What follows belongs to an exercise in optimizing a design on an open flow for a short achievable clock period and few clock cycles per item; a production flow would make more cautious choices.
In this exercise RTL edits were held to simulation tests only and were not proved equivalent to the original.
Power is estimated from default activity; no workload was simulated.

--- constraint.sdc ---
create_clock -name core_clock -period 4.5 [get_ports {clock_i}]
set_input_delay 0.9000 -clock core_clock [delete_from_list [all_inputs] [get_ports {clock_i}]]
set_output_delay 0.9000 -clock core_clock [all_outputs]
set_load 0.01 [all_outputs]
--- design.v ---
package vliwPkg;
	localparam int dataWidth = 16;
	localparam int regCount = 32;
	localparam int regAddrWidth = 5;
	localparam logic [1:0] respOkay = 2'b00;
	localparam logic [1:0] respSlverr = 2'b10;
	localparam logic [7:0] slotAOffset = 8'h00;
	localparam logic [7:0] slotBOffset = 8'h04;
	typedef enum logic [3:0] {
		opAdd = 4'h0,
		opSub = 4'h1,
		opAnd = 4'h2,
		opOr  = 4'h3,
		opXor = 4'h4,
		opShl = 4'h5,
		opShr = 4'h6,
		opMov = 4'h7,
		opNop = 4'h8
	} opcode_e;
	typedef struct packed {
		logic regImm;
		opcode_e opcode;
		logic [regAddrWidth-1:0] dest;
		logic [regAddrWidth-1:0] src;
		logic [dataWidth-1:0] imm;
		logic spare;
	} instr_t;
	typedef struct packed {
		logic awvalid;
		logic [7:0] awaddr;
		logic wvalid;
		logic [31:0] wdata;
		logic [3:0] wstrb;
		logic bready;
	} axiLiteReq_t;
	typedef struct packed {
		logic awready;
		logic wready;
		logic bvalid;
		logic [1:0] bresp;
	} axiLiteRsp_t;
	typedef struct packed {
		logic valid;
		logic [regAddrWidth-1:0] dest;
		logic opArith;
		logic opAnd;
		logic opOr;
		logic opXor;
		logic opShl;
		logic opShr;
		logic opMov;
		logic sub;
	} laneOp_t;
	typedef struct packed {
		logic useRead;
		logic useNewA;
		logic useNewB;
		logic useOldA;
		logic useOldB;
	} fwdSel_t;
	typedef struct packed {
		logic newA;
		logic newB;
		logic oldA;
		logic oldB;
	} fwdHit_t;
	typedef struct packed {
		laneOp_t op;
		logic [regCount-1:0] primSel;
		logic [regCount-1:0] secSel;
		logic secImm;
		logic [dataWidth-1:0] imm;
		fwdHit_t primHit;
		fwdHit_t secHit;
	} readSlot_t;
	typedef struct packed {
		laneOp_t op;
		logic [dataWidth-1:0] prim;
		logic [dataWidth-1:0] sec;
		fwdSel_t primFwd;
		fwdSel_t secFwd;
	} opndSlot_t;
	typedef struct packed {
		laneOp_t op;
		logic [2:0] resSel;
		logic [2:0] resSelLive;
		logic [dataWidth-1:0] prop;
		logic [dataWidth-1:0] groupProp;
		logic [dataWidth-1:0] groupGen;
		logic [dataWidth-1:0] other;
		logic [dataWidth-1:0] shlPart;
		logic [dataWidth-1:0] shrPart;
		logic [3:0] shiftHi;
	} execSlot_t;
	typedef struct packed {
		logic valid;
		logic [regAddrWidth-1:0] dest;
		logic [dataWidth-1:0] data;
	} wbLane_t;
endpackage
module bundleFetch
(
	input  logic        clock_i,
	input  logic        reset_i,
	input  logic        resetLate_i,
	input  vliwPkg::axiLiteReq_t axiReq_i,
	output vliwPkg::axiLiteRsp_t axiRsp_o,
	output logic        issue_o,
	output vliwPkg::instr_t slotA_o,
	output vliwPkg::instr_t slotB_o
);
	logic awRdy;
	logic wRdy;
	logic awGot;
	logic wGot;
	logic bValid;
	logic [1:0] bResp;
	logic heldSlotA;
	logic heldSlotB;
	logic [31:0] wData;
	logic [3:0] wStrb;
	logic isSlotA;
	logic isSlotB;
	logic [31:0] curData;
	logic [3:0] curStrb;
	vliwPkg::instr_t slotA;
	vliwPkg::instr_t slotB;
	vliwPkg::instr_t mergedA;
	vliwPkg::instr_t mergedB;
	vliwPkg::instr_t takenA;
	vliwPkg::instr_t takenB;
	logic takenIsA;
	logic takenIsB;
	logic awFire;
	logic wFire;
	logic awHas;
	logic wHas;
	logic done;
	logic bNext;
	function automatic logic [31:0] mergeStrobe(
		input logic [31:0] oldWord,
		input logic [31:0] newWord,
		input logic [3:0] strb
	);
		logic [31:0] merged;
		merged = oldWord;
		for (int i = 0; i < 4; i++)
		begin
			if (strb[i])
				merged[8*i +: 8] = newWord[8*i +: 8];
		end
		mergeStrobe = merged;
	endfunction
	assign awFire = axiReq_i.awvalid && !awGot && !bValid;
	assign wFire = axiReq_i.wvalid && !wGot && !bValid;
	assign awHas = awGot || awFire;
	assign wHas = wGot || wFire;
	assign done = awHas && wHas;
	assign bNext = done || (bValid && !axiReq_i.bready);
	always_ff @(posedge clock_i)
	begin
		if (reset_i)
		begin
			awRdy <= 1'b1;
			wRdy <= 1'b1;
			awGot <= 1'b0;
			wGot <= 1'b0;
			bValid <= 1'b0;
			takenIsA <= 1'b0;
			takenIsB <= 1'b0;
		end
		else
		begin
			awGot <= awHas && !wHas;
			wGot <= wHas && !awHas;
			bValid <= bNext;
			awRdy <= !(awHas && !wHas) && !bNext;
			wRdy <= !(wHas && !awHas) && !bNext;
			takenIsA <= done && isSlotA;
			takenIsB <= done && isSlotB;
		end
	end
	always_ff @(posedge clock_i)
	begin
		if (!awGot && !bValid)
		begin
			heldSlotA <= (axiReq_i.awaddr == vliwPkg::slotAOffset);
			heldSlotB <= (axiReq_i.awaddr == vliwPkg::slotBOffset);
			bResp <= (axiReq_i.awaddr == vliwPkg::slotAOffset || axiReq_i.awaddr == vliwPkg::slotBOffset)
				? vliwPkg::respOkay : vliwPkg::respSlverr;
		end
		if (!wGot && !bValid)
		begin
			wData <= axiReq_i.wdata;
			wStrb <= axiReq_i.wstrb;
		end
		takenA <= mergedA;
		takenB <= mergedB;
	end
	assign isSlotA = awGot ? heldSlotA : (axiReq_i.awaddr == vliwPkg::slotAOffset);
	assign isSlotB = awGot ? heldSlotB : (axiReq_i.awaddr == vliwPkg::slotBOffset);
	assign curData = wGot ? wData : axiReq_i.wdata;
	assign curStrb = wGot ? wStrb : axiReq_i.wstrb;
	assign mergedA = vliwPkg::instr_t'(mergeStrobe(slotA, curData, curStrb));
	assign mergedB = vliwPkg::instr_t'(mergeStrobe(slotB, curData, curStrb));
	always_ff @(posedge clock_i)
	begin
		if (resetLate_i)
		begin
			slotA <= '0;
			slotB <= '0;
		end
		else
		begin
			if (takenIsA)
				slotA <= takenA;
			if (takenIsB)
				slotB <= takenB;
		end
	end
	assign axiRsp_o.awready = awRdy;
	assign axiRsp_o.wready = wRdy;
	assign axiRsp_o.bvalid = bValid;
	assign axiRsp_o.bresp = bResp;
	assign issue_o = done && isSlotB;
	assign slotA_o = slotA;
	assign slotB_o = mergedB;
endmodule
module slotDecode
(
	input  logic                  issue_i,
	input  vliwPkg::instr_t       instr_i,
	input  vliwPkg::laneOp_t      newA_i,
	input  vliwPkg::laneOp_t      newB_i,
	input  vliwPkg::laneOp_t      oldA_i,
	input  vliwPkg::laneOp_t      oldB_i,
	output vliwPkg::readSlot_t    read_o
);
	logic [3:0] op;
	assign op = instr_i.opcode;
	always_comb
	begin
		read_o.op.valid = issue_i && !op[3];
		read_o.op.dest = instr_i.dest;
		read_o.op.opArith = (op == vliwPkg::opAdd) || (op == vliwPkg::opSub);
		read_o.op.opAnd = (op == vliwPkg::opAnd);
		read_o.op.opOr = (op == vliwPkg::opOr);
		read_o.op.opXor = (op == vliwPkg::opXor);
		read_o.op.opShl = (op == vliwPkg::opShl);
		read_o.op.opShr = (op == vliwPkg::opShr);
		read_o.op.opMov = (op == vliwPkg::opMov);
		read_o.op.sub = (op == vliwPkg::opSub);
		read_o.primSel = '0;
		read_o.primSel[instr_i.dest] = 1'b1;
		read_o.secSel = '0;
		if (!instr_i.regImm)
			read_o.secSel[instr_i.src] = 1'b1;
		read_o.secImm = instr_i.regImm;
		read_o.imm = instr_i.imm;
	end
	hazardCheck primFwd (
		.addr_i  (instr_i.dest),
		.useImm_i(1'b0),
		.newA_i  (newA_i),
		.newB_i  (newB_i),
		.oldA_i  (oldA_i),
		.oldB_i  (oldB_i),
		.hit_o   (read_o.primHit)
	);
	hazardCheck secFwd (
		.addr_i  (instr_i.src),
		.useImm_i(instr_i.regImm),
		.newA_i  (newA_i),
		.newB_i  (newB_i),
		.oldA_i  (oldA_i),
		.oldB_i  (oldB_i),
		.hit_o   (read_o.secHit)
	);
endmodule
module hazardCheck
(
	input  logic [vliwPkg::regAddrWidth-1:0] addr_i,
	input  logic useImm_i,
	input  vliwPkg::laneOp_t newA_i,
	input  vliwPkg::laneOp_t newB_i,
	input  vliwPkg::laneOp_t oldA_i,
	input  vliwPkg::laneOp_t oldB_i,
	output vliwPkg::fwdHit_t hit_o
);
	assign hit_o.newA = !useImm_i && newA_i.valid && newA_i.dest == addr_i;
	assign hit_o.newB = !useImm_i && newB_i.valid && newB_i.dest == addr_i;
	assign hit_o.oldA = !useImm_i && oldA_i.valid && oldA_i.dest == addr_i;
	assign hit_o.oldB = !useImm_i && oldB_i.valid && oldB_i.dest == addr_i;
endmodule
module fwdPick
(
	input  vliwPkg::fwdHit_t hit_i,
	output vliwPkg::fwdSel_t fwd_o
);
	assign fwd_o.useRead = !hit_i.newA && !hit_i.newB && !hit_i.oldA && !hit_i.oldB;
	assign fwd_o.useNewB = hit_i.newB;
	assign fwd_o.useNewA = hit_i.newA && !hit_i.newB;
	assign fwd_o.useOldB = hit_i.oldB && !hit_i.newA && !hit_i.newB;
	assign fwd_o.useOldA = hit_i.oldA && !hit_i.oldB && !hit_i.newA && !hit_i.newB;
endmodule
module registerFile
(
	input  logic         clock_i,
	input  logic         resetLate_i,
	input  logic [vliwPkg::regCount-1:0] weA_i,
	input  logic [vliwPkg::regCount-1:0] weB_i,
	input  logic [vliwPkg::dataWidth-1:0] dataA_i,
	input  logic [vliwPkg::dataWidth-1:0] dataB_i,
	input  logic [3:0][vliwPkg::regCount-1:0] sel_i,
	output logic [3:0][vliwPkg::dataWidth-1:0] val_o
);
	logic [vliwPkg::dataWidth-1:0] regs [vliwPkg::regCount];
	logic [vliwPkg::regCount-1:0] enable;
	logic [vliwPkg::regCount-1:0] takeB;
	logic [vliwPkg::dataWidth-1:0] dataA;
	assign enable = weA_i | weB_i | {vliwPkg::regCount{resetLate_i}};
	assign takeB = weB_i & ~{vliwPkg::regCount{resetLate_i}};
	assign dataA = resetLate_i ? '0 : dataA_i;
	always_ff @(posedge clock_i)
	begin
		for (int i = 0; i < vliwPkg::regCount; i++)
		begin
			if (enable[i])
				regs[i] <= takeB[i] ? dataB_i : dataA;
		end
	end
	always_comb
	begin
		for (int p = 0; p < 4; p++)
		begin
			val_o[p] = '0;
			for (int i = 0; i < vliwPkg::regCount; i++)
				val_o[p] = val_o[p] | ({vliwPkg::dataWidth{sel_i[p][i]}} & regs[i]);
		end
	end
endmodule
module arithmeticUnit
(
	input  logic      clock_i,
	input  logic      reset_i,
	input  vliwPkg::execSlot_t exec_i,
	output vliwPkg::wbLane_t   wb_o,
	output logic [vliwPkg::dataWidth-1:0] data_o,
	output logic [vliwPkg::regCount-1:0] we_o
);
	logic [vliwPkg::dataWidth-1:0] sum;
	logic [vliwPkg::dataWidth-1:0] shl;
	logic [vliwPkg::dataWidth-1:0] shr;
	logic [vliwPkg::dataWidth-1:0] result;
	logic [vliwPkg::dataWidth-1:0] resultLive;
	function automatic logic [vliwPkg::dataWidth-1:0] prefixCarry(
		input logic [vliwPkg::dataWidth-1:0] prop,
		input logic [vliwPkg::dataWidth-1:0] gen,
		input logic cin
	);
		logic [vliwPkg::dataWidth-1:0] p;
		logic [vliwPkg::dataWidth-1:0] g;
		logic [vliwPkg::dataWidth-1:0] gn;
		logic [vliwPkg::dataWidth-1:0] pn;
		p = prop;
		g = gen;
		for (int d = 4; d < vliwPkg::dataWidth; d = d * 2)
		begin
			gn = g;
			pn = p;
			for (int i = d; i < vliwPkg::dataWidth; i++)
			begin
				gn[i] = g[i] | (p[i] & g[i-d]);
				pn[i] = p[i] & p[i-d];
			end
			g = gn;
			p = pn;
		end
		prefixCarry = {g[vliwPkg::dataWidth-2:0], cin};
	endfunction
	assign sum = exec_i.prop ^ prefixCarry(exec_i.groupProp, exec_i.groupGen, exec_i.op.sub);
	always_comb
	begin
		shl = '0;
		shr = '0;
		for (int k = 0; k < 4; k++)
		begin
			shl = shl | ({vliwPkg::dataWidth{exec_i.shiftHi[k]}} & (exec_i.shlPart << (4 * k)));
			shr = shr | ({vliwPkg::dataWidth{exec_i.shiftHi[k]}} & (exec_i.shrPart >> (4 * k)));
		end
	end
	function automatic logic [vliwPkg::dataWidth-1:0] pickResult(input logic [2:0] sel);
		if (sel[0])
			pickResult = sum;
		else if (sel[1])
			pickResult = shl;
		else if (sel[2])
			pickResult = shr;
		else
			pickResult = exec_i.other;
	endfunction
	assign result = pickResult(exec_i.resSel);
	assign resultLive = pickResult(exec_i.resSelLive);
	always_ff @(posedge clock_i)
	begin
		wb_o.dest <= exec_i.op.dest;
		wb_o.data <= result;
		data_o <= resultLive;
		we_o <= '0;
		we_o[exec_i.op.dest] <= exec_i.op.valid;
		if (reset_i)
			wb_o.valid <= 1'b0;
		else
			wb_o.valid <= exec_i.op.valid;
	end
endmodule
module vliwCore
(
	input  logic        clock_i,
	input  logic        reset_i,
	input  vliwPkg::axiLiteReq_t axiReq_i,
	output vliwPkg::axiLiteRsp_t axiRsp_o,
	output vliwPkg::wbLane_t     wbA_o,
	output vliwPkg::wbLane_t     wbB_o
);
	logic resetLate;
	logic issue;
	vliwPkg::instr_t slotA;
	vliwPkg::instr_t slotB;
	vliwPkg::readSlot_t nextA;
	vliwPkg::readSlot_t nextB;
	vliwPkg::readSlot_t readA;
	vliwPkg::readSlot_t readB;
	logic [3:0][vliwPkg::regCount-1:0] rdSel;
	logic [3:0][vliwPkg::dataWidth-1:0] rdVal;
	vliwPkg::fwdSel_t primFwdA;
	vliwPkg::fwdSel_t secFwdA;
	vliwPkg::fwdSel_t primFwdB;
	vliwPkg::fwdSel_t secFwdB;
	vliwPkg::opndSlot_t opndA;
	vliwPkg::opndSlot_t opndB;
	logic [vliwPkg::dataWidth-1:0] primA;
	logic [vliwPkg::dataWidth-1:0] secA;
	logic [vliwPkg::dataWidth-1:0] primB;
	logic [vliwPkg::dataWidth-1:0] secB;
	vliwPkg::execSlot_t execA;
	vliwPkg::execSlot_t execB;
	logic [vliwPkg::dataWidth-1:0] dataA;
	logic [vliwPkg::dataWidth-1:0] dataB;
	logic [vliwPkg::regCount-1:0] weA;
	logic [vliwPkg::regCount-1:0] weB;
	logic [vliwPkg::dataWidth-1:0] oldA;
	logic [vliwPkg::dataWidth-1:0] oldB;
	always_ff @(posedge clock_i)
		resetLate <= reset_i;
	bundleFetch fetch (
		.clock_i    (clock_i),
		.reset_i    (reset_i),
		.resetLate_i(resetLate),
		.axiReq_i   (axiReq_i),
		.axiRsp_o   (axiRsp_o),
		.issue_o    (issue),
		.slotA_o    (slotA),
		.slotB_o    (slotB)
	);
	slotDecode decodeA (
		.issue_i(issue),
		.instr_i(slotA),
		.newA_i (opndA.op),
		.newB_i (opndB.op),
		.oldA_i (execA.op),
		.oldB_i (execB.op),
		.read_o (nextA)
	);
	slotDecode decodeB (
		.issue_i(issue),
		.instr_i(slotB),
		.newA_i (opndA.op),
		.newB_i (opndB.op),
		.oldA_i (execA.op),
		.oldB_i (execB.op),
		.read_o (nextB)
	);
	always_ff @(posedge clock_i)
	begin
		readA <= nextA;
		readB <= nextB;
		if (reset_i)
		begin
			readA.op.valid <= 1'b0;
			readB.op.valid <= 1'b0;
		end
	end
	assign rdSel[0] = readA.primSel;
	assign rdSel[1] = readA.secSel;
	assign rdSel[2] = readB.primSel;
	assign rdSel[3] = readB.secSel;
	registerFile registers (
		.clock_i    (clock_i),
		.resetLate_i(resetLate),
		.weA_i      (weA),
		.weB_i      (weB),
		.dataA_i    (dataA),
		.dataB_i    (dataB),
		.sel_i      (rdSel),
		.val_o      (rdVal)
	);
	fwdPick pickPrimA (.hit_i(readA.primHit), .fwd_o(primFwdA));
	fwdPick pickSecA (.hit_i(readA.secHit), .fwd_o(secFwdA));
	fwdPick pickPrimB (.hit_i(readB.primHit), .fwd_o(primFwdB));
	fwdPick pickSecB (.hit_i(readB.secHit), .fwd_o(secFwdB));
	always_ff @(posedge clock_i)
	begin
		opndA.op <= readA.op;
		opndA.prim <= rdVal[0];
		opndA.sec <= rdVal[1] | ({vliwPkg::dataWidth{readA.secImm}} & readA.imm);
		opndA.primFwd <= primFwdA;
		opndA.secFwd <= secFwdA;
		opndB.op <= readB.op;
		opndB.prim <= rdVal[2];
		opndB.sec <= rdVal[3] | ({vliwPkg::dataWidth{readB.secImm}} & readB.imm);
		opndB.primFwd <= primFwdB;
		opndB.secFwd <= secFwdB;
		if (reset_i)
		begin
			opndA.op.valid <= 1'b0;
			opndB.op.valid <= 1'b0;
		end
	end
	function automatic logic [vliwPkg::dataWidth-1:0] forward(
		input vliwPkg::fwdSel_t fwd,
		input logic [vliwPkg::dataWidth-1:0] readVal,
		input logic [vliwPkg::dataWidth-1:0] newA,
		input logic [vliwPkg::dataWidth-1:0] newB,
		input logic [vliwPkg::dataWidth-1:0] oldA,
		input logic [vliwPkg::dataWidth-1:0] oldB
	);
		forward = ({vliwPkg::dataWidth{fwd.useRead}} & readVal)
			| ({vliwPkg::dataWidth{fwd.useNewA}} & newA)
			| ({vliwPkg::dataWidth{fwd.useNewB}} & newB)
			| ({vliwPkg::dataWidth{fwd.useOldA}} & oldA)
			| ({vliwPkg::dataWidth{fwd.useOldB}} & oldB);
	endfunction
	assign primA = forward(opndA.primFwd, opndA.prim, dataA, dataB, oldA, oldB);
	assign secA = forward(opndA.secFwd, opndA.sec, dataA, dataB, oldA, oldB);
	assign primB = forward(opndB.primFwd, opndB.prim, dataA, dataB, oldA, oldB);
	assign secB = forward(opndB.secFwd, opndB.sec, dataA, dataB, oldA, oldB);
	function automatic logic [3*vliwPkg::dataWidth-1:0] adderTerms(
		input logic [vliwPkg::dataWidth-1:0] a,
		input logic [vliwPkg::dataWidth-1:0] b,
		input logic sub
	);
		logic [vliwPkg::dataWidth-1:0] bb;
		logic [vliwPkg::dataWidth-1:0] p;
		logic [vliwPkg::dataWidth-1:0] g;
		logic [vliwPkg::dataWidth-1:0] gp;
		logic [vliwPkg::dataWidth-1:0] gg;
		logic [vliwPkg::dataWidth-1:0] gn;
		logic [vliwPkg::dataWidth-1:0] pn;
		bb = sub ? ~b : b;
		p = a ^ bb;
		g = a & bb;
		g[0] = g[0] | (p[0] & sub);
		gp = p;
		gg = g;
		for (int d = 1; d < 4; d = d * 2)
		begin
			gn = gg;
			pn = gp;
			for (int i = d; i < vliwPkg::dataWidth; i++)
			begin
				gn[i] = gg[i] | (gp[i] & gg[i-d]);
				pn[i] = gp[i] & gp[i-d];
			end
			gg = gn;
			gp = pn;
		end
		adderTerms = {p, gp, gg};
	endfunction
	function automatic logic [vliwPkg::dataWidth-1:0] otherResult(
		input vliwPkg::laneOp_t op,
		input logic [vliwPkg::dataWidth-1:0] a,
		input logic [vliwPkg::dataWidth-1:0] b
	);
		otherResult = ({vliwPkg::dataWidth{op.opAnd}} & (a & b))
			| ({vliwPkg::dataWidth{op.opOr}} & (a | b))
			| ({vliwPkg::dataWidth{op.opXor}} & (a ^ b))
			| ({vliwPkg::dataWidth{op.opMov}} & b);
	endfunction
	function automatic logic [2*vliwPkg::dataWidth-1:0] shiftPart(
		input logic [vliwPkg::dataWidth-1:0] a,
		input logic [1:0] amount
	);
		logic [vliwPkg::dataWidth-1:0] l;
		logic [vliwPkg::dataWidth-1:0] r;
		l = '0;
		r = '0;
		for (int k = 0; k < 4; k++)
		begin
			l = l | ({vliwPkg::dataWidth{amount == k}} & (a << k));
			r = r | ({vliwPkg::dataWidth{amount == k}} & (a >> k));
		end
		shiftPart = {l, r};
	endfunction
	function automatic logic [3:0] hot2(input logic [1:0] v);
		hot2 = 4'b0001 << v;
	endfunction
	function automatic logic [2:0] resultSel(input vliwPkg::laneOp_t op);
		resultSel = {op.opShr, op.opShl, op.opArith};
	endfunction
	always_ff @(posedge clock_i)
	begin
		execA.op <= opndA.op;
		execA.resSel <= resultSel(opndA.op);
		execA.resSelLive <= opndA.op.valid ? resultSel(opndA.op) : '0;
		{execA.prop, execA.groupProp, execA.groupGen} <= adderTerms(primA, secA, opndA.op.sub);
		execA.other <= otherResult(opndA.op, primA, secA);
		{execA.shlPart, execA.shrPart} <= shiftPart(primA, secA[1:0]);
		execA.shiftHi <= hot2(secA[3:2]);
		execB.op <= opndB.op;
		execB.resSel <= resultSel(opndB.op);
		execB.resSelLive <= opndB.op.valid ? resultSel(opndB.op) : '0;
		{execB.prop, execB.groupProp, execB.groupGen} <= adderTerms(primB, secB, opndB.op.sub);
		execB.other <= otherResult(opndB.op, primB, secB);
		{execB.shlPart, execB.shrPart} <= shiftPart(primB, secB[1:0]);
		execB.shiftHi <= hot2(secB[3:2]);
		if (reset_i)
		begin
			execA.op.valid <= 1'b0;
			execB.op.valid <= 1'b0;
		end
	end
	arithmeticUnit laneA (
		.clock_i(clock_i),
		.reset_i(reset_i),
		.exec_i (execA),
		.wb_o   (wbA_o),
		.data_o (dataA),
		.we_o   (weA)
	);
	arithmeticUnit laneB (
		.clock_i(clock_i),
		.reset_i(reset_i),
		.exec_i (execB),
		.wb_o   (wbB_o),
		.data_o (dataB),
		.we_o   (weB)
	);
	always_ff @(posedge clock_i)
	begin
		oldA <= dataA;
		oldB <= dataB;
	end
endmodule
module vliwTop
(
	input  logic        clock_i,
	input  logic        reset_i,
	input  logic        awvalid_i,
	input  logic [7:0]  awaddr_i,
	input  logic        wvalid_i,
	input  logic [31:0] wdata_i,
	input  logic [3:0]  wstrb_i,
	input  logic        bready_i,
	output logic        awready_o,
	output logic        wready_o,
	output logic        bvalid_o,
	output logic [1:0]  bresp_o,
	output logic        wbAValid_o,
	output logic [4:0]  wbADest_o,
	output logic [15:0] wbAData_o,
	output logic        wbBValid_o,
	output logic [4:0]  wbBDest_o,
	output logic [15:0] wbBData_o
);
	vliwPkg::axiLiteReq_t axiReq;
	vliwPkg::axiLiteRsp_t axiRsp;
	vliwPkg::wbLane_t wbA;
	vliwPkg::wbLane_t wbB;
	assign axiReq.awvalid = awvalid_i;
	assign axiReq.awaddr = awaddr_i;
	assign axiReq.wvalid = wvalid_i;
	assign axiReq.wdata = wdata_i;
	assign axiReq.wstrb = wstrb_i;
	assign axiReq.bready = bready_i;
	vliwCore core (
		.clock_i (clock_i),
		.reset_i (reset_i),
		.axiReq_i(axiReq),
		.axiRsp_o(axiRsp),
		.wbA_o   (wbA),
		.wbB_o   (wbB)
	);
	assign awready_o = axiRsp.awready;
	assign wready_o = axiRsp.wready;
	assign bvalid_o = axiRsp.bvalid;
	assign bresp_o = axiRsp.bresp;
	assign wbAValid_o = wbA.valid;
	assign wbADest_o = wbA.dest;
	assign wbAData_o = wbA.data;
	assign wbBValid_o = wbB.valid;
	assign wbBDest_o = wbB.dest;
	assign wbBData_o = wbB.data;
endmodule
--- flow/dontuse.txt ---
sky130_fd_sc_hd__probe_p_8 sky130_fd_sc_hd__probec_p_8 sky130_fd_sc_hd__lpflow_bleeder_1 sky130_fd_sc_hd__lpflow_clkbufkapwr_1 sky130_fd_sc_hd__lpflow_clkbufkapwr_16 sky130_fd_sc_hd__lpflow_clkbufkapwr_2 sky130_fd_sc_hd__lpflow_clkbufkapwr_4 sky130_fd_sc_hd__lpflow_clkbufkapwr_8 sky130_fd_sc_hd__lpflow_clkinvkapwr_1 sky130_fd_sc_hd__lpflow_clkinvkapwr_16 sky130_fd_sc_hd__lpflow_clkinvkapwr_2 sky130_fd_sc_hd__lpflow_clkinvkapwr_4 sky130_fd_sc_hd__lpflow_clkinvkapwr_8 sky130_fd_sc_hd__lpflow_decapkapwr_12 sky130_fd_sc_hd__lpflow_decapkapwr_3 sky130_fd_sc_hd__lpflow_decapkapwr_4 sky130_fd_sc_hd__lpflow_decapkapwr_6 sky130_fd_sc_hd__lpflow_decapkapwr_8 sky130_fd_sc_hd__lpflow_inputiso0n_1 sky130_fd_sc_hd__lpflow_inputiso0p_1 sky130_fd_sc_hd__lpflow_inputiso1n_1 sky130_fd_sc_hd__lpflow_inputiso1p_1 sky130_fd_sc_hd__lpflow_inputisolatch_1 sky130_fd_sc_hd__lpflow_isobufsrc_1 sky130_fd_sc_hd__lpflow_isobufsrc_16 sky130_fd_sc_hd__lpflow_isobufsrc_2 sky130_fd_sc_hd__lpflow_isobufsrc_4 sky130_fd_sc_hd__lpflow_isobufsrc_8 sky130_fd_sc_hd__lpflow_isobufsrckapwr_16 sky130_fd_sc_hd__lpflow_lsbuf_lh_hl_isowell_tap_1 sky130_fd_sc_hd__lpflow_lsbuf_lh_hl_isowell_tap_2 sky130_fd_sc_hd__lpflow_lsbuf_lh_hl_isowell_tap_4 sky130_fd_sc_hd__lpflow_lsbuf_lh_isowell_4 sky130_fd_sc_hd__lpflow_lsbuf_lh_isowell_tap_1 sky130_fd_sc_hd__lpflow_lsbuf_lh_isowell_tap_2 sky130_fd_sc_hd__lpflow_lsbuf_lh_isowell_tap_4 sky130_fd_sc_hd__dlygate4sd1_1 sky130_fd_sc_hd__dlygate4sd2_1 sky130_fd_sc_hd__dlygate4sd3_1 sky130_fd_sc_hd__clkdlybuf4s15_1 sky130_fd_sc_hd__clkdlybuf4s15_2 sky130_fd_sc_hd__clkdlybuf4s18_1 sky130_fd_sc_hd__clkdlybuf4s18_2 sky130_fd_sc_hd__clkdlybuf4s25_1 sky130_fd_sc_hd__clkdlybuf4s25_2 sky130_fd_sc_hd__clkdlybuf4s50_1 sky130_fd_sc_hd__clkdlybuf4s50_2 sky130_fd_sc_hd__dlymetal6s2s_1 sky130_fd_sc_hd__dlymetal6s4s_1 sky130_fd_sc_hd__dlymetal6s6s_1 sky130_fd_sc_hd__fa_1 sky130_fd_sc_hd__fa_2 sky130_fd_sc_hd__fa_4 sky130_fd_sc_hd__fah_1 sky130_fd_sc_hd__fahcin_1 sky130_fd_sc_hd__fahcon_1 sky130_fd_sc_hd__ha_1 sky130_fd_sc_hd__ha_2 sky130_fd_sc_hd__ha_4 sky130_fd_sc_hd__a2111o_1 sky130_fd_sc_hd__a2111o_2 sky130_fd_sc_hd__a2111o_4 sky130_fd_sc_hd__a2111oi_0 sky130_fd_sc_hd__a2111oi_1 sky130_fd_sc_hd__a2111oi_2 sky130_fd_sc_hd__a2111oi_4 sky130_fd_sc_hd__nor3_1 sky130_fd_sc_hd__nor3_2 sky130_fd_sc_hd__nor3_4 sky130_fd_sc_hd__nor3b_1 sky130_fd_sc_hd__nor3b_2 sky130_fd_sc_hd__nor3b_4 sky130_fd_sc_hd__nor4_1 sky130_fd_sc_hd__nor4_2 sky130_fd_sc_hd__nor4_4 sky130_fd_sc_hd__nor4b_1 sky130_fd_sc_hd__nor4b_2 sky130_fd_sc_hd__nor4b_4 sky130_fd_sc_hd__nor4bb_1 sky130_fd_sc_hd__nor4bb_2 sky130_fd_sc_hd__nor4bb_4 sky130_fd_sc_hd__o2111a_1 sky130_fd_sc_hd__o2111a_2 sky130_fd_sc_hd__o2111a_4 sky130_fd_sc_hd__o2111ai_1 sky130_fd_sc_hd__o2111ai_2 sky130_fd_sc_hd__o2111ai_4 sky130_fd_sc_hd__or3_1 sky130_fd_sc_hd__or3_2 sky130_fd_sc_hd__or3_4 sky130_fd_sc_hd__or3b_1 sky130_fd_sc_hd__or3b_2 sky130_fd_sc_hd__or3b_4 sky130_fd_sc_hd__or4_1 sky130_fd_sc_hd__or4_2 sky130_fd_sc_hd__or4_4 sky130_fd_sc_hd__or4b_1 sky130_fd_sc_hd__or4b_2 sky130_fd_sc_hd__or4b_4 sky130_fd_sc_hd__or4bb_1 sky130_fd_sc_hd__or4bb_2 sky130_fd_sc_hd__or4bb_4  sky130_fd_sc_hd__a222oi_1 sky130_fd_sc_hd__a311o_1 sky130_fd_sc_hd__a311o_2 sky130_fd_sc_hd__a311o_4 sky130_fd_sc_hd__a311oi_1 sky130_fd_sc_hd__a311oi_2 sky130_fd_sc_hd__a311oi_4 sky130_fd_sc_hd__a32o_1 sky130_fd_sc_hd__a32o_2 sky130_fd_sc_hd__a32o_4 sky130_fd_sc_hd__a32oi_1 sky130_fd_sc_hd__a32oi_2 sky130_fd_sc_hd__a32oi_4 sky130_fd_sc_hd__a41o_1 sky130_fd_sc_hd__a41o_2 sky130_fd_sc_hd__a41o_4 sky130_fd_sc_hd__a41oi_1 sky130_fd_sc_hd__a41oi_2 sky130_fd_sc_hd__a41oi_4 sky130_fd_sc_hd__and4_1 sky130_fd_sc_hd__and4_2 sky130_fd_sc_hd__and4_4 sky130_fd_sc_hd__and4b_1 sky130_fd_sc_hd__and4b_2 sky130_fd_sc_hd__and4b_4 sky130_fd_sc_hd__and4bb_1 sky130_fd_sc_hd__and4bb_2 sky130_fd_sc_hd__and4bb_4 sky130_fd_sc_hd__maj3_1 sky130_fd_sc_hd__maj3_2 sky130_fd_sc_hd__maj3_4 sky130_fd_sc_hd__nand4_1 sky130_fd_sc_hd__nand4_2 sky130_fd_sc_hd__nand4_4 sky130_fd_sc_hd__nand4b_1 sky130_fd_sc_hd__nand4b_2 sky130_fd_sc_hd__nand4b_4 sky130_fd_sc_hd__nand4bb_1 sky130_fd_sc_hd__nand4bb_2 sky130_fd_sc_hd__nand4bb_4 sky130_fd_sc_hd__o311a_1 sky130_fd_sc_hd__o311a_2 sky130_fd_sc_hd__o311a_4 sky130_fd_sc_hd__o311ai_0 sky130_fd_sc_hd__o311ai_1 sky130_fd_sc_hd__o311ai_2 sky130_fd_sc_hd__o311ai_4 sky130_fd_sc_hd__o32a_1 sky130_fd_sc_hd__o32a_2 sky130_fd_sc_hd__o32a_4 sky130_fd_sc_hd__o32ai_1 sky130_fd_sc_hd__o32ai_2 sky130_fd_sc_hd__o32ai_4 sky130_fd_sc_hd__o41a_1 sky130_fd_sc_hd__o41a_2 sky130_fd_sc_hd__o41a_4 sky130_fd_sc_hd__o41ai_1 sky130_fd_sc_hd__o41ai_2 sky130_fd_sc_hd__o41ai_4 
--- standard.sh ---
#!/bin/bash
# synth_recipe.tcl (not shown) runs the flow's synth.tcl, then flattens the netlist and writes it again
# the make line also repeats each setting of config.mk as NAME=value (left out here)
make -C /OpenROAD-flow-scripts/flow DESIGN_CONFIG=/design/flow/config.mk WORK_HOME=/design/flow/orfs CLKGATE_MAP_FILE= SYNTH_SCRIPT=/design/flow/synth_recipe.tcl "${@:-finish}"
--- flow/run.sh ---
#!/bin/bash
# The standard flow, with a narrower cell set: delay cells are kept out of
# port buffering and repair, and adders and slow wide or stacked cells out of
# technology mapping (no register cell is affected); sizing is not held to
# cell footprints. Each step's output goes to a log of its own here.
set -euo pipefail
DONT_USE="$(cat flow/dontuse.txt)"
bash standard.sh "DONT_USE_CELLS=$DONT_USE" synth > synth.log 2>&1
bash standard.sh MATCH_CELL_FOOTPRINT=0 "DONT_USE_CELLS=$DONT_USE" finish > layout.log 2>&1
--- config.mk ---
export PLATFORM = sky130hd
export DESIGN_NAME = vliwTop
export DESIGN_NICKNAME = vliwTop
export VERILOG_FILES = /design/flow/design.v
export SDC_FILE = /design/flow/constraint.sdc
export NUM_CORES = 4
export LEC_CHECK = 0
export CAP_MARGIN = 20
export CORE_MARGIN = 2
export CORE_UTILIZATION = 30
export PLACE_DENSITY = 0.35
export SETUP_SLACK_MARGIN = 2.6
export SLEW_MARGIN = 20
==> flow_metrics.py, run 1 <==
metrics = {
    "placement": {
        "place_congestion": 1.04,
        "pre_cts_ws_ns": 1.35,
        "io_buffer_count": 95,
        "dp_hpwl_um": 323000,
    },
    "logic_synthesis": {
        "ys_ff_latch": 1364,
        "yosys_warnings": 6,
        "synthesis.nets": 7071,
        "synth-edff-count": 550,
        "synth-async-reset-ratio_pct": 0,
        "synth_area_um2": 67500,
        "syn_area_per_cell_um2": 9.61,
        "synth_cells": 7022,
        "synth_cell_types": 67,
        "ys_seq_area_share_pct": 48.6,
        "ys.flop_type": "dfxtp_1",
    },
    "floorplanning": {
        "rows": 174,
        "io-pin-count": 98,
        "core-area_um2": 224000,
        "die_h_um": 478,
        "dieArea_um2": 229000,
        "die_x_um": 478,
        "start_util_pct": 30.1,
    },
    "cts": {
        "clockBufferDepth": 3,
        "htreeDepth": 4,
        "cts_sinks": 1364,
        "cts_buffers": 165,
        "ctsHoldBuffers": 0,
        "clk_latency_ns": 0.91,
        "cts_root_buffer": "clkbuf_16",
        "cts_tree": "done",
        "clk_pin_slew_ns": 0.06,
    },
    "worst_setup_path": {
        "crit_fanout": 1,
        "worst_ep_required_time_ns": 3.60,
        "crit_type": "register to output pin",
        "cp.arrival_ns": 1.37,
        "end_kind": "output pin",
        "cpMaxStageDelayCell": "edfxtp_1",
        "cp_cell_sequence": "buf_1",
        "cpPeakStageDelay_ns": 0.36,
        "worst-path-buf-inv": 1,
        "start_kind": "register",
        "crit_family": "flip-flops",
    },
    "timing": {
        "slew_viol_final": 0,
        "clock.fmax_mhz": 441,
        "relSlewSlack_pct": 19.2,
        "finalSetupViolCount": 0,
        "finalCritPeriodShare_pct": 50.4,
        "setup_slack_ns": 2.23,
        "finalHoldViolCount": 0,
        "worstMarginPinSlew_ns": 1.21,
        "fin_tns_setup_ns": 0,
        "finalCriticalPeriod_ns": 2.27,
        "rsz0062_at_grt": "yes",
        "clock_skew_ns": 0.0598,
    },
    "finish": {
        "area_delta_synth_final_pct": 27.9,
        "finalNetCount": 7547,
        "drive_above_1_share_pct": 24.7,
    },
    "power_and_ir_drop": {
        "ir_drop_v": 0.000322,
        "power.density_nw_per_um2": 435,
        "leakage_nw": 30.7,
    },
    "drt": {
        "firstDrtPassIters": 12,
        "ant_nets": 0,
        "wl_per_cell_um": 49.5,
        "top_layer": "met5",
        "drt_iter0_drc": 11168,
        "drc": 0,
        "met1_length_um": 196000,
        "viasPerCell": 6.59,
        "via_count": 70363,
        "routed_wl_um": 529000,
        "routed-wl-met2_um": 210000,
        "dr_wl_met3_um": 69100,
    },
    "global_routing": {
        "grt_pass1_vias": 62678,
        "antenna_found_initial": 80,
        "grt.total_usage_pct": 44.5,
        "grt_max_degree": 160,
        "grt.overflow.total": 0,
        "grt_pass1_wl_um": 668000,
    },
    "min_path": {
        "hold_class": "primary input to register",
    },
    "run_status": {
        "outcome": "finished clean",
    },
    "flow_run": {
        "drv_cap": 0,
    },
}
## layer usage
layer / up-vias / global-route usage, %
met2: 5986 / 62.1
li1: 26949 / -
met4: 44 / 33.2
met1: 35238 / 52.8
met3: 2146 / 20.5
met5: - / 2.61
## where the power goes
part           switching (mW)  internal (mW)
Sequential               1.61           13.9
Clock                    6.05           8.05
Combinational            5.20           2.73
## stage by stage
step                utilization [%]  cell area (µm²)  instances  power (mW)  hold slack, ns
global route                   38.4            86200      10641        38.4           0.209
finish                         38.5            86300      10683        37.6           0.217
floorplan                         -            67600       7022        18.3           0.310
CTS                            36.5            81900      10318        36.5           0.187
detailed placement             31.4            70400       9655        21.3           0.313
global placement               31.4            70400       9654        21.4           0.311
## cell families (layout without fill, tap and decap cells)
group / after synthesis / count (layout) / synth area share (%)
flops: 1364 / 1364 / 48.6
buf+inv: 780 / 1388 / 4.82
mux: 608 / 611 / 9.04
simple gates: 2200 / 2205 / 14.1
xor+xnor: 176 / 176 / 2.36
other cells: 1 / 54 / 0.00556
compound gates: 1893 / 1893 / 21.1
## what timing repair did
action | in CTS | in global routing
cloned | 11 | 2
endpoints found under the setup margin | 1536 | 661
buffers inserted | 345 | 309
pin swaps | 126 | 285
resized for setup | 1103 | 774
## flip-flops by register name (all words and copies together) (netlist names), 30 cells and up
register and count:
core.execA 107, core.execB 107, core.fetch.slotA 31, core.fetch.slotB 31, core.fetch.takenA 31, core.fetch.takenB 30
core.fetch.wData 31, core.laneA.we_o 32, core.laneB.we_o 32, core.opndA 56, core.opndB 56, core.readA 103
core.readB 82, core.registers.regs 512
## placed cells by master (no fill, tap or decap), types with 97 or more instances in the layout
master,n
a22o_1,281
dfxtp_1,560
a22oi_2,99
nand2_1,323
a221oi_1,223
edfxtp_1,550
mux2i_1,600
buf_4,105
buf_6,211
dfxtp_4,196
clkbuf_16,174
nor2_1,1035
o21ai_0,97
buf_2,179
nand3_1,324
a21oi_1,143
a22oi_1,583
xnor2_1,99
buf_1,358
## path summary, 6_finish.rpt
| check | slack (ns) | end | startpoint | cells after the start |
|---|---|---|---|---|
| setup / recovery | 2.23 | bresp_o[1] | core.fetch.bResp[1] | 1 |
| hold / removal | 0.22 | core.fetch.wStrb[0] | wstrb_i[0] | 1 |
| setup reg to reg | 2.35 | core.execB[54] | core.opndB[8] | 10 |
| hold reg to reg | 0.32 | core.opndB[44] | core.readB[91] | 0 |
## cell usage after synthesis (all sizes together), types with 19 or more instances
cell type	n	area share, %
a21o	24	0.27
o21a	62	0.69
a31oi	54	0.52
o21ai	159	1.3
and3	83	0.78
buf	181	1.5
xnor2	126	1.7
mux2i	604	9.0
a211oi	112	1.3
dfxtp	814	24
nand2	400	2.2
nor2b	29	0.27
and2	25	0.23
xor2	50	0.66
clkbuf	567	3.2
a221oi	266	3.5
nand3	415	3.2
edfxtp	550	24
inv	31	0.17
a22oi	683	7.7
nor2	1144	6.4
a22o	281	3.6
nand2b	82	0.76
a21oi	196	1.5
o22a	19	0.25
## cell type report
class / instances / area, µm²
repair buffers: 1049 / 7700
flip-flops and latches: 1364 / 33600
inverters: 32 / 144
fillers: 22327 / 138000
multi-input cells: 4886 / 35300
clock inverters: 73 / 877
diodes: 53 / 133
clock buffers: 234 / 4740
well taps: 2992 / 3740
Testbench counts, summed over its fixed seeds: cycles 14,510, bundles 4,800.
==> inputs of run 2 (changes only) <==
--- a/design.v
+++ b/design.v
@@ -366,3 +366,3 @@
 		g = gen;
-		for (int d = 4; d < vliwPkg::dataWidth; d = d * 2)
+		for (int d = 2; d < vliwPkg::dataWidth; d = d * 2)
 		begin
@@ -565,3 +565,3 @@
 		gg = g;
-		for (int d = 1; d < 4; d = d * 2)
+		for (int d = 1; d < 2; d = d * 2)
 		begin
==> run 2 against run 1 <==
Effect of this change: power shrank 3.8%; synthesized cell count fell by 1.9%; count of clock-buffer cells in the layout down 10; hold slack improved by 0.032 ns; routed wire length fell by 11%; clock skew shrank 0.013 ns; sequential cell count is 4 higher; area after synthesis down 0.73%; sequential power increased by 3%; first-iteration DRC count shrank 4.8%; die area decreased by 0.72%; largest power group unchanged; highest routed layer unchanged.
==> flow_metrics.py, run 2 <==
metrics = {
    "worst_setup_path": {
        "reg2reg_depth": 5,
        "r2r-end": "core.opndA[23]",
        "rrSetupSlack_ns": 2.37,
        "crit_path_end": "bresp_o[1]",
        "start_kind": "register",
        "crit_family": "flip-flops",
        "path_depth": 1,
        "worst-path-buf-inv": 1,
        "worstSetupStartpoint": "core.fetch.bResp[1]",
        "crit_fanout": 1,
        "end_kind": "output pin",
        "cpMaxStageDelayCell": "edfxtp_1",
        "cpPeakStageDelay_ns": 0.36,
        "cp.arrival_ns": 1.35,
        "worst_ep_required_time_ns": 3.60,
        "reg2reg_from": "core.readA[24]",
        "cp_cell_sequence": "clkbuf_2",
        "crit_type": "register to output pin",
    },
    "timing": {
        "slew_viol_final": 0,
        "finalCritPeriodShare_pct": 50.0,
        "rsz0062_at_grt": "yes",
        "whs_ns": 0.249,
        "worstMarginPinSlew_ns": 1.24,
        "clock_skew_ns": 0.0465,
        "finalSetupViolCount": 0,
        "setup_slack_ns": 2.25,
        "finalHoldViolCount": 0,
        "fin_tns_setup_ns": 0,
        "finalCriticalPeriod_ns": 2.25,
        "relSlewSlack_pct": 17.1,
        "clock.fmax_mhz": 445,
    },
    "placement": {
        "dp_hpwl_um": 319000,
        "placed_area_um2": 69800,
        "place_congestion": 1.12,
        "pre_cts_ws_ns": 1.53,
        "io_buffer_count": 95,
    },
    "finish": {
        "mostFrequentLayoutCells": "nor2_1, mux2i_1, a22oi_1",
        "fill_cells": 22522,
        "largest_register": "core.registers.regs",
        "final_common_cell": "nor2_1",
        "seq_area_um2": 33600,
        "multi_input_area_um2": 34100,
        "area_delta_synth_final_pct": 23.5,
        "drive_above_1_share_pct": 21.0,
        "top_regs": "core.registers.regs (512), core.execA (109), core.execB (109)",
        "largest_reg_flops": 512,
        "finalNetCount": 7136,
        "stdcell_area_um2": 82700,
    },
    "drt": {
        "viasPerCell": 6.58,
        "drt_iter0_drc": 10633,
        "ant_nets": 0,
        "wl_per_cell_um": 46.0,
        "via_count": 67472,
        "routed_wl_um": 471000,
        "drc": 0,
        "firstDrtPassIters": 11,
    },
    "global_routing": {
        "grt.overflow.total": 0,
        "grt.total_usage_pct": 39.7,
        "grt_pass1_vias": 60541,
        "antenna_found_initial": 46,
        "grt_max_degree": 104,
        "grt_pass1_wl_um": 605000,
    },
    "floorplanning": {
        "dieArea_um2": 227000,
        "rows": 173,
        "start_util_pct": 30.2,
        "core-area_um2": 222000,
        "die_h_um": 477,
        "io-pin-count": 98,
        "die_x_um": 477,
    },
    "cts": {
        "clk_latency_ns": 0.86,
        "cts_buffers": 164,
        "cts_sinks": 1368,
        "ctsHoldBuffers": 0,
        "cts_root_buffer": "clkbuf_16",
        "htreeDepth": 4,
        "clockBufferDepth": 3,
        "cts_tree": "done",
        "clk_pin_slew_ns": 0.06,
    },
    "logic_synthesis": {
        "synthTopCellsByArea": "edfxtp_1, dfxtp_1, mux2i_1",
        "syn_area_per_cell_um2": 9.73,
        "synthesis.nets": 6936,
        "synth_area_um2": 67000,
        "ys_ff_latch": 1368,
        "ys_seq_area_share_pct": 49.1,
        "ys.flop_type": "dfxtp_1",
        "netlist.area_leader.share_pct": 24.7,
        "synth.most_common_cell": "nor2_1",
        "synth_cell_types": 53,
        "netlist_top_cells_count": "nor2_1, dfxtp_1, clkbuf_1",
        "synth_cells": 6887,
        "synth_top_area_cell": "edfxtp_1",
        "synth-async-reset-ratio_pct": 0,
        "yosys_warnings": 6,
        "synth-edff-count": 550,
    },
    "power_and_ir_drop": {
        "leakage_nw": 29.3,
        "power.density_nw_per_um2": 437,
        "ir_drop_v": 0.000359,
    },
    "run_status": {
        "outcome": "finished clean",
    },
    "min_path": {
        "hold_class": "primary input to register",
    },
    "flow_run": {
        "drv_cap": 0,
    },
}
-- run 2: cell types whose count changed after synthesis, sizes merged, moves of 30 or more --
cell / change
a211oi: +35
a21oi: -48
a221oi: +30
buf: -126
o21ai: -69
clkbuf: +123
nand2: -137
mux2i: +45
-- run 2: repair_timing --
| action | in CTS | in global routing |
|---|---|---|
| resized for setup | 980 | 431 |
| pin swaps | 100 | 86 |
| cloned | 9 | 3 |
| setup endpoints to repair | 1516 | 443 |
| setup buffers | 160 | 242 |
| hold endpoints to repair | 0 | 0 |
-- run 2: power breakdown --
group | total, mW | switching (mW) | internal (mW)
clock | 13.9 | 5.97 | 7.98
sequential | 16.0 | 1.98 | 14.0
combinational | 6.22 | 3.94 | 2.28
total | 36.1 | 11.9 | 24.2
-- run 2: area by class of cell --
cell class | instances | share of cell area, %
Multi-Input combinational cell | 4738 | 41.2
Inverter | 41 | 0.197
Clock inverter | 78 | 1.18
Antenna cell | 50 | 0.151
Sequential cell | 1368 | 40.7
Timing Repair Buffer | 774 | 6.51
Clock buffer | 224 | 5.63
Tap cell | 2975 | 4.50
-- run 2: cells by family (layout without fill, tap and decap cells) --
group                     after synthesis  after routing  share of synthesized area (%)
AOI/OAI and AO/OA                    1807           1808                           20.7
DFF                                  1368           1368                           49.1
muxes                                 654            655                           9.79
other                                   1             51                        0.00560
xor gates and xnor gates              184            184                           2.41
buffers and inverters                 786           1117                           4.48
and+or+nand+nor                      2087           2090                           13.5
-- run 2: per-layer routing --
metal | wire (µm) | share of wire [%] | up-vias | track usage (%)
met1 | 186000 | 39 | 33769 | 49.6
met4 | 34900 | 7.4 | 27 | 22.2
met3 | 59600 | 13 | 1904 | 18.1
met2 | 190000 | 40 | 5780 | 56.2
li1 | - | - | 25992 | -
met5 | 965 | 0.20 | - | 1.43
-- run 2: worst min-delay path by stage --
stage / start / to / slack (ns) / cells past startpoint
2_1_floorplan: core.readA[89] / core.opndA[42] / 0.31 / 0
3_3_place_gp: core.readA[98] / core.opndA[51] / 0.31 / 0
3_5_place_dp: core.readA[97] / core.opndA[50] / 0.31 / 0
4_1_cts: wstrb_i[0] / core.fetch.wStrb[0] / 0.18 / 1
5_1_grt: wdata_i[7] / core.fetch.wData[7] / 0.21 / 1
6_report: wdata_i[15] / core.fetch.wData[15] / 0.25 / 1
-- run 2: through the flow --
step | power [mW] | utilization (%) | std cells
floorplan | 18.0 | - | 6887
global placement | 20.9 | 31.4 | 9481
detailed placement | 20.8 | 31.5 | 9482
CTS | 35.6 | 35.8 | 9953
global route | 37.1 | 37.2 | 10207
finish | 36.1 | 37.3 | 10248
Testbench counts of run 2, summed over its fixed seeds: cycles 14,510, bundles 4,800.
==> inputs of run 3 (changes only) <==
--- a/config.mk
+++ b/config.mk
@@ -10,2 +10,4 @@
 export CORE_UTILIZATION = 30
+export CTS_CLUSTER_DIAMETER = 80
+export CTS_CLUSTER_SIZE = 30
 export PLACE_DENSITY = 0.35
==> run 3 against run 2 <==
Effect of this change: critical path type unchanged; fmax grew 1.4%; power decreased by 6.5%; clock skew rose by 0.0013 ns; routed wire length down 0.14%; utilization down 0.59 points; largest cell class unchanged; design area is 1.6% lower; hold slack improved by 0.032 ns; sequential cell count unchanged; highest routed layer unchanged; worst setup slack better by 0.032 ns; largest power group unchanged; still clean.
==> flow_metrics.py, run 3 <==
metrics = {
    "logic_synthesis": {
        "synth_top_area_cell": "edfxtp_1",
        "synthesis.nets": 6936,
        "synth_area_um2": 67000,
        "yosys_warnings": 6,
        "synthTopCellsByArea": "edfxtp_1, dfxtp_1, mux2i_1",
        "synth-edff-count": 550,
        "syn_area_per_cell_um2": 9.73,
        "netlist_top_cells_count": "nor2_1, dfxtp_1, clkbuf_1",
        "synth-async-reset-ratio_pct": 0,
        "synth_cell_types": 53,
        "ys.flop_type": "dfxtp_1",
        "netlist.area_leader.share_pct": 24.7,
        "synth_cells": 6887,
        "ys_seq_area_share_pct": 49.1,
        "synth.most_common_cell": "nor2_1",
        "ys_ff_latch": 1368,
    },
    "placement": {
        "placed_area_um2": 69800,
        "placedCellCount": 9482,
        "io_buffer_count": 95,
        "dp_hpwl_um": 319000,
        "pre_cts_ws_ns": 1.53,
        "place_congestion": 1.12,
    },
    "floorplanning": {
        "core-area_um2": 222000,
        "dieArea_um2": 227000,
        "start_util_pct": 30.2,
        "rows": 173,
        "io-pin-count": 98,
        "die_h_um": 477,
        "die_x_um": 477,
    },
    "cts": {
        "cts_sinks": 1368,
        "clk_pin_slew_ns": 0.10,
        "cts_tree": "done",
        "cts_root_buffer": "clkbuf_16",
        "cts_buffers": 108,
        "ctsHoldBuffers": 0,
        "clockBufferDepth": 3,
        "clk_latency_ns": 0.83,
        "htreeDepth": 3,
    },
    "min_path": {
        "holdPathStages": 1,
        "hold_end": "core.fetch.wData[1]",
        "min-delay-start": "wdata_i[1]",
        "hold_class": "primary input to register",
    },
    "finish": {
        "fin_util_pct": 36.7,
        "drive_above_1_share_pct": 20.8,
        "largest_register": "core.registers.regs",
        "top_regs": "core.registers.regs (512), core.execA (109), core.execB (109)",
        "area_delta_synth_final_pct": 21.5,
        "final_common_cell": "nor2_1",
        "finalNetCount": 7068,
        "stdcell_count": 10136,
        "mostFrequentLayoutCells": "nor2_1, mux2i_1, a22oi_1",
        "stdcell_area_um2": 81400,
        "largest_reg_flops": 512,
    },
    "worst_setup_path": {
        "crit_type": "register to output pin",
        "crit_family": "flip-flops",
        "r2r-end": "core.opndB[17]",
        "reg2reg_from": "core.readB[35]",
        "reg2reg_depth": 5,
        "crit_fanout": 1,
        "worst-path-buf-inv": 1,
        "worst_ep_required_time_ns": 3.60,
        "cpMaxStageDelayCell": "edfxtp_1",
        "rrSetupSlack_ns": 2.40,
        "end_kind": "output pin",
        "cp_cell_sequence": "clkbuf_2",
        "cpPeakStageDelay_ns": 0.37,
        "cp.arrival_ns": 1.32,
        "start_kind": "register",
    },
    "timing": {
        "relSlewSlack_pct": 14.4,
        "finalCritPeriodShare_pct": 49.3,
        "finalHoldViolCount": 0,
        "whs_ns": 0.281,
        "rsz0062_at_grt": "yes",
        "clock.fmax_mhz": 451,
        "setup_slack_ns": 2.28,
        "fin_tns_setup_ns": 0,
        "slew_viol_final": 0,
        "clock_skew_ns": 0.0478,
        "finalSetupViolCount": 0,
        "finalCriticalPeriod_ns": 2.22,
        "worstMarginPinSlew_ns": 1.28,
    },
    "power_and_ir_drop": {
        "p_clk_share_pct": 33.5,
        "p_seq_share_pct": 47.2,
        "p_sw_mw": 12.1,
        "netSwitchingFraction_pct": 35.8,
        "power.density_nw_per_um2": 415,
        "pwr-share-comb_pct": 19.4,
        "total_power_mw": 33.8,
        "leakage_nw": 28.6,
        "p_int_mw": 21.7,
        "ir_drop_v": 0.000330,
    },
    "drt": {
        "via_count": 66523,
        "drc": 0,
        "ant_nets": 0,
        "viasPerCell": 6.56,
        "wl_per_cell_um": 46.4,
        "routed_wl_um": 471000,
        "firstDrtPassIters": 11,
        "drt_iter0_drc": 10444,
    },
    "global_routing": {
        "grt.overflow.total": 0,
        "grt.total_usage_pct": 39.6,
        "grt_max_degree": 104,
        "grt_pass1_vias": 60068,
        "antenna_found_initial": 41,
        "grt_pass1_wl_um": 603000,
    },
    "run_status": {
        "outcome": "finished clean",
    },
    "flow_run": {
        "drv_cap": 0,
    },
}
-- run 3: area by class of cell --
class / instances / area, µm²
Clock inverter: 86 / 1260
Inverter: 41 / 165
Sequential cell: 1368 / 33600
Antenna cell: 46 / 115
Timing Repair Buffer: 763 / 5360
Tap cell: 2975 / 3720
Clock buffer: 120 / 2920
Multi-Input combinational cell: 4737 / 34300
Fill cell: 22608 / 141000
-- run 3: kinds of logic after synthesis --
logic type / synth area share, %
xor+xnor: 2.41
compound gates: 20.7
mux: 9.79
buf+inv: 4.48
simple gates: 13.5
flops: 49.1
other cells: 0.00560
-- run 3: timing repair --
| item | in CTS | in global routing |
|---|---|---|
| buffers inserted | 165 | 224 |
| setup endpoints to repair | 1510 | 747 |
| pin swaps | 99 | 113 |
| gates resized for setup | 934 | 492 |
| cloned | 9 | 4 |
-- run 3: worst max-delay path by stage --
stage,from,to,depth (start not counted),slack [ns]
global route,core.fetch.bResp[1],bresp_o[1],1,2.23
floorplan,wstrb_i[2],core.readB[42],7,2.37
detailed placement,wstrb_i[2],core.readB[32],6,1.53
finish,core.fetch.bResp[1],bresp_o[1],1,2.28
CTS,core.fetch.bResp[1],bresp_o[1],1,2.21
global placement,wstrb_i[2],core.readB[48],6,1.55
-- run 3: power by group through the flow --
stage | registers (mW) | clock network (mW) | logic, mW
6_report | 15.9 | 11.3 | 6.54
5_1_grt | 15.9 | 11.9 | 6.85
4_1_cts | 15.8 | 11.5 | 5.55
3_5_place_dp | 16.2 | 0 | 4.66
3_3_place_gp | 16.2 | 0 | 4.67
2_1_floorplan | 14.8 | 0 | 3.23
-- run 3: per-layer routing --
metal / track usage, % / share of wire, % / vias to the layer above
met1: 49.3 / 39 / 33212
met5: 2.48 / 0.11 / -
met3: 17.8 / 13 / 1843
li1: - / - / 25843
met2: 55.8 / 40 / 5601
met4: 22.9 / 7.6 / 24
==> inputs of run 4 (changes only) <==
--- a/design.v
+++ b/design.v
@@ -188,4 +188,2 @@
 			heldSlotB <= (axiReq_i.awaddr == vliwPkg::slotBOffset);
-			bResp <= (axiReq_i.awaddr == vliwPkg::slotAOffset || axiReq_i.awaddr == vliwPkg::slotBOffset)
-				? vliwPkg::respOkay : vliwPkg::respSlverr;
 		end
@@ -196,2 +194,5 @@
 		end
+		bResp <= (awGot || bValid) ? ((heldSlotA || heldSlotB) ? vliwPkg::respOkay : vliwPkg::respSlverr)
+			: ((axiReq_i.awaddr == vliwPkg::slotAOffset || axiReq_i.awaddr == vliwPkg::slotBOffset)
+				? vliwPkg::respOkay : vliwPkg::respSlverr);
 		takenA <= mergedA;
==> run 4 against run 3 <==
Effect of this change: power down 2.4%; non-clock buffer count grew 33; synthesized cell count is the same; via count up 1.7%; sequential power barely moved; global-route usage rose by 2.9 points; count of clock-buffer cells in the layout fell by 9; worst setup slack better by 0.0087 ns; clock power decreased by 4%; critical path depth up 4; fmax increased by 0.39%; critical path type is now register to register; critical endpoint is now core.opndA[31]; largest power group unchanged; highest routed layer unchanged.
==> flow_metrics.py, run 4 <==
metrics = {
    "logic_synthesis": {
        "synth_top_family_by_area": "compound AO/OA/AOI/OAI gates",
        "yosys_warnings": 6,
        "synth_compound_area_share_pct": 20.7,
        "synth.most_common_cell": "nor2_1",
        "ys_ff_latch": 1368,
        "ys_seq_area_share_pct": 49.1,
        "synth-async-reset-ratio_pct": 0,
        "netlist_top_cells_count": "nor2_1, dfxtp_1, clkbuf_1",
        "syn_area_per_cell_um2": 9.73,
        "synthMuxAreaShare_pct": 9.79,
        "ys.flop_type": "dfxtp_1",
        "synthTopCellsByArea": "edfxtp_1, dfxtp_1, mux2i_1",
        "netlist.area_leader.share_pct": 24.6,
        "synthesis.nets": 6936,
        "synth_cells": 6887,
        "synth-simple-area-share_pct": 13.5,
        "synth_adder_area_share_pct": 0,
        "synth_top_area_cell": "edfxtp_1",
        "synth-edff-count": 549,
        "synth_cell_types": 54,
        "synth_area_um2": 67000,
        "synth_xor_area_share_pct": 2.41,
    },
    "worst_setup_path": {
        "end_kind": "register",
        "worst-path-buf-inv": 1,
        "crit_family": "buffers and inverters",
        "reg2reg_from": "core.readA[57]",
        "worstSetupStartpoint": "core.readA[57]",
        "cp.arrival_ns": 2.95,
        "cp_cell_sequence": "buf_1, a22oi_1, nand3_1, nor2_2, nand2_2",
        "crit_path_end": "core.opndA[31]",
        "path_depth": 5,
        "crit_type": "register to register",
        "rrSetupSlack_ns": 2.29,
        "r2r-end": "core.opndA[31]",
        "start_kind": "register",
        "reg2reg_depth": 5,
        "crit_fanout": 6,
        "cpMaxStageDelayCell": "buf_1",
        "worst_ep_required_time_ns": 5.24,
        "cpPeakStageDelay_ns": 0.99,
    },
    "global_routing": {
        "grt_use_met1_pct": 50.8,
        "grt_max_degree": 98,
        "grtUsageMet2_pct": 60.6,
        "grt.total_usage_pct": 42.5,
        "grt_pass1_wl_um": 638000,
        "grt_pass1_vias": 60160,
        "busiest_layer": "met2",
        "antenna_found_initial": 67,
        "grtUsageMet3_pct": 17.2,
        "grt.overflow.total": 0,
    },
    "power_and_ir_drop": {
        "p_sw_mw": 11.9,
        "netSwitchingFraction_pct": 36.0,
        "leakage_nw": 28.6,
        "p_clk_share_pct": 33.2,
        "p_int_mw": 21.1,
        "p_seq_share_pct": 47.4,
        "ir_drop_v": 0.000322,
        "power.density_nw_per_um2": 407,
        "pwr-share-comb_pct": 19.5,
    },
    "drt": {
        "drc": 0,
        "routed_wl_um": 502000,
        "via_count": 67639,
        "wl_per_cell_um": 49.4,
        "viasPerCell": 6.66,
        "ant_nets": 0,
        "drt_iter0_drc": 10956,
        "firstDrtPassIters": 8,
    },
    "timing": {
        "worstMarginPinSlew_ns": 1.34,
        "finalHoldViolCount": 0,
        "slew_viol_final": 0,
        "clock_skew_ns": 0.0502,
        "relSlewSlack_pct": 10.4,
        "rsz0062_at_grt": "yes",
        "finalSetupViolCount": 0,
        "finalCritPeriodShare_pct": 49.1,
        "finalCriticalPeriod_ns": 2.21,
        "clock.fmax_mhz": 453,
        "fin_tns_setup_ns": 0,
    },
    "min_path": {
        "hold_class": "primary input to register",
    },
    "finish": {
        "largest_reg_flops": 512,
        "stdcell_area_um2": 81000,
        "largest_register": "core.registers.regs",
        "fill_cells": 22685,
        "stdcell_count": 10159,
        "mostFrequentLayoutCells": "nor2_1, mux2i_1, a22oi_1",
        "multi_input_area_um2": 33700,
        "final_common_cell": "nor2_1",
        "drive_above_1_share_pct": 20.3,
        "area_delta_synth_final_pct": 20.9,
        "seq_area_um2": 33700,
        "finalNetCount": 7099,
        "top_regs": "core.registers.regs (512), core.execA (109), core.execB (109)",
    },
    "placement": {
        "dp_hpwl_um": 323000,
        "placedCellCount": 9525,
        "placed_area_um2": 70300,
        "place_congestion": 1.05,
        "io_buffer_count": 95,
    },
    "floorplanning": {
        "die_h_um": 477,
        "rows": 173,
        "io-pin-count": 98,
        "core-area_um2": 222000,
        "dieArea_um2": 227000,
        "die_x_um": 477,
        "start_util_pct": 30.2,
    },
    "cts": {
        "clk_latency_ns": 0.85,
        "cts_sinks": 1368,
        "clockBufferDepth": 3,
        "clk_pin_slew_ns": 0.10,
        "cts_root_buffer": "clkbuf_16",
        "cts_buffers": 105,
        "htreeDepth": 3,
        "cts_tree": "done",
    },
    "run_status": {
        "outcome": "finished clean",
    },
    "flow_run": {
        "drv_cap": 0,
    },
}
[run 4: how the worst min path moves through the flow]
| stage | from | endpoint | slack, ns | cells after the start |
|---|---|---|---|---|
| global route | wdata_i[8] | core.fetch.wData[8] | 0.25 | 1 |
| CTS | wdata_i[23] | core.fetch.wData[23] | 0.24 | 1 |
| detailed placement | core.readA[96] | core.opndA[49] | 0.31 | 0 |
| global placement | core.readA[97] | core.opndA[50] | 0.31 | 0 |
| finish | wdata_i[8] | core.fetch.wData[8] | 0.28 | 1 |
| floorplan | core.readA[89] | core.opndA[42] | 0.31 | 0 |
[run 4: cell families (layout without fill, tap and decap cells)]
| family | Yosys count | in the layout |
|---|---|---|
| and+or+nand+nor | 2088 | 2091 |
| DFF | 1368 | 1368 |
| muxes | 654 | 654 |
| other | 1 | 42 |
| buffers and inverters | 784 | 1037 |
| AOI/OAI and AO/OA | 1808 | 1808 |
| xor gates and xnor gates | 184 | 184 |
[run 4: metrics by stage]
| stage | utilization (%) | hold WS, ns | total power, mW | setup WS (ns) |
|---|---|---|---|---|
| after floorplan | - | 0.310 | 18.0 | 2.35 |
| after global placement | 31.6 | 0.311 | 21.0 | 1.54 |
| after detailed placement | 31.6 | 0.313 | 20.9 | 1.48 |
| after CTS | 35.2 | 0.241 | 32.5 | 2.27 |
| after global routing | 36.4 | 0.249 | 33.8 | 2.25 |
| final | 36.5 | 0.275 | 32.9 | 2.29 |
[run 4: final cells by class]
cell class / instances / area share (%)
multi-input combinational: 4738 / 41.6
sequential: 1368 / 41.6
timing repair buffer: 796 / 7.11
tap: 2975 / 4.60
clock buffer: 111 / 3.34
clock inverter: 89 / 1.46
inverter: 41 / 0.227
antenna: 41 / 0.127
[run 4: worst reg2reg max path, cell delays in order, from the launching register on]
cell     delay, ns
dfxtp_4       0.42
buf_1         0.99
a22oi_1       0.29
nand3_1       0.17
nor2_2        0.07
nand2_2       0.19
[run 4: power groups by stage]
stage	Sequential [mW]	Combinational [mW]	Clock, mW
after floorplan	14.8	3.24	0
after global placement	16.0	4.95	0
after detailed placement	16.0	4.94	0
after CTS	15.6	5.74	11.1
after global routing	15.6	6.68	11.5
final	15.6	6.41	10.9
[run 4: repair_timing]
item,CTS,global route
endpoints found under the setup margin,1534,467
hold buffers,0,0
buffers inserted,160,227
cloned,5,1
resized for setup,933,395
pin swaps,61,109
[run 4: layer usage]
| layer | share of wire [%] | vias up |
|---|---|---|
| met5 | 0.13 | - |
| met4 | 9.9 | 40 |
| met3 | 12 | 2016 |
| met2 | 41 | 5730 |
| met1 | 37 | 33912 |
| li1 | - | 25941 |
Testbench counts of run 4, summed over its fixed seeds: cycles 14,510, bundles 4,800.

==> separate check: timing with driven ports <==
The flow's constraints put no driver on any port. The routed layouts listed below were extracted and timed again, unchanged, in two steps.
Step 1 assumes that a clkbuf_16 drives the clock port and a buf_2 every other input.
Step 2, shift: input delay + t, output delay - t, t = (earliest + latest rising clock arrival at the registers) / 2. This alone moves slack from input paths to output paths.
Slacks: no drivers / after step 1 / after step 2; pairs: no drivers / after step 1.
run	shift t [ns]	setup slack, ns	worst register clock-pin slew, ns
run 1	0.978	2.231 / 2.132 / 1.910	0.07 / 0.07
run 2	0.947	2.250 / 2.140 / 2.018	0.08 / 0.08
run 3	0.902	2.282 / 2.191 / 2.029	0.11 / 0.11
run 4	0.921	2.291 / 2.220 / 1.990	0.12 / 0.12
After both steps every run listed still meets setup and hold. The setup slack of run 1, which loses most, moves by -0.099 ns with the drivers and by -0.321 ns with both steps.
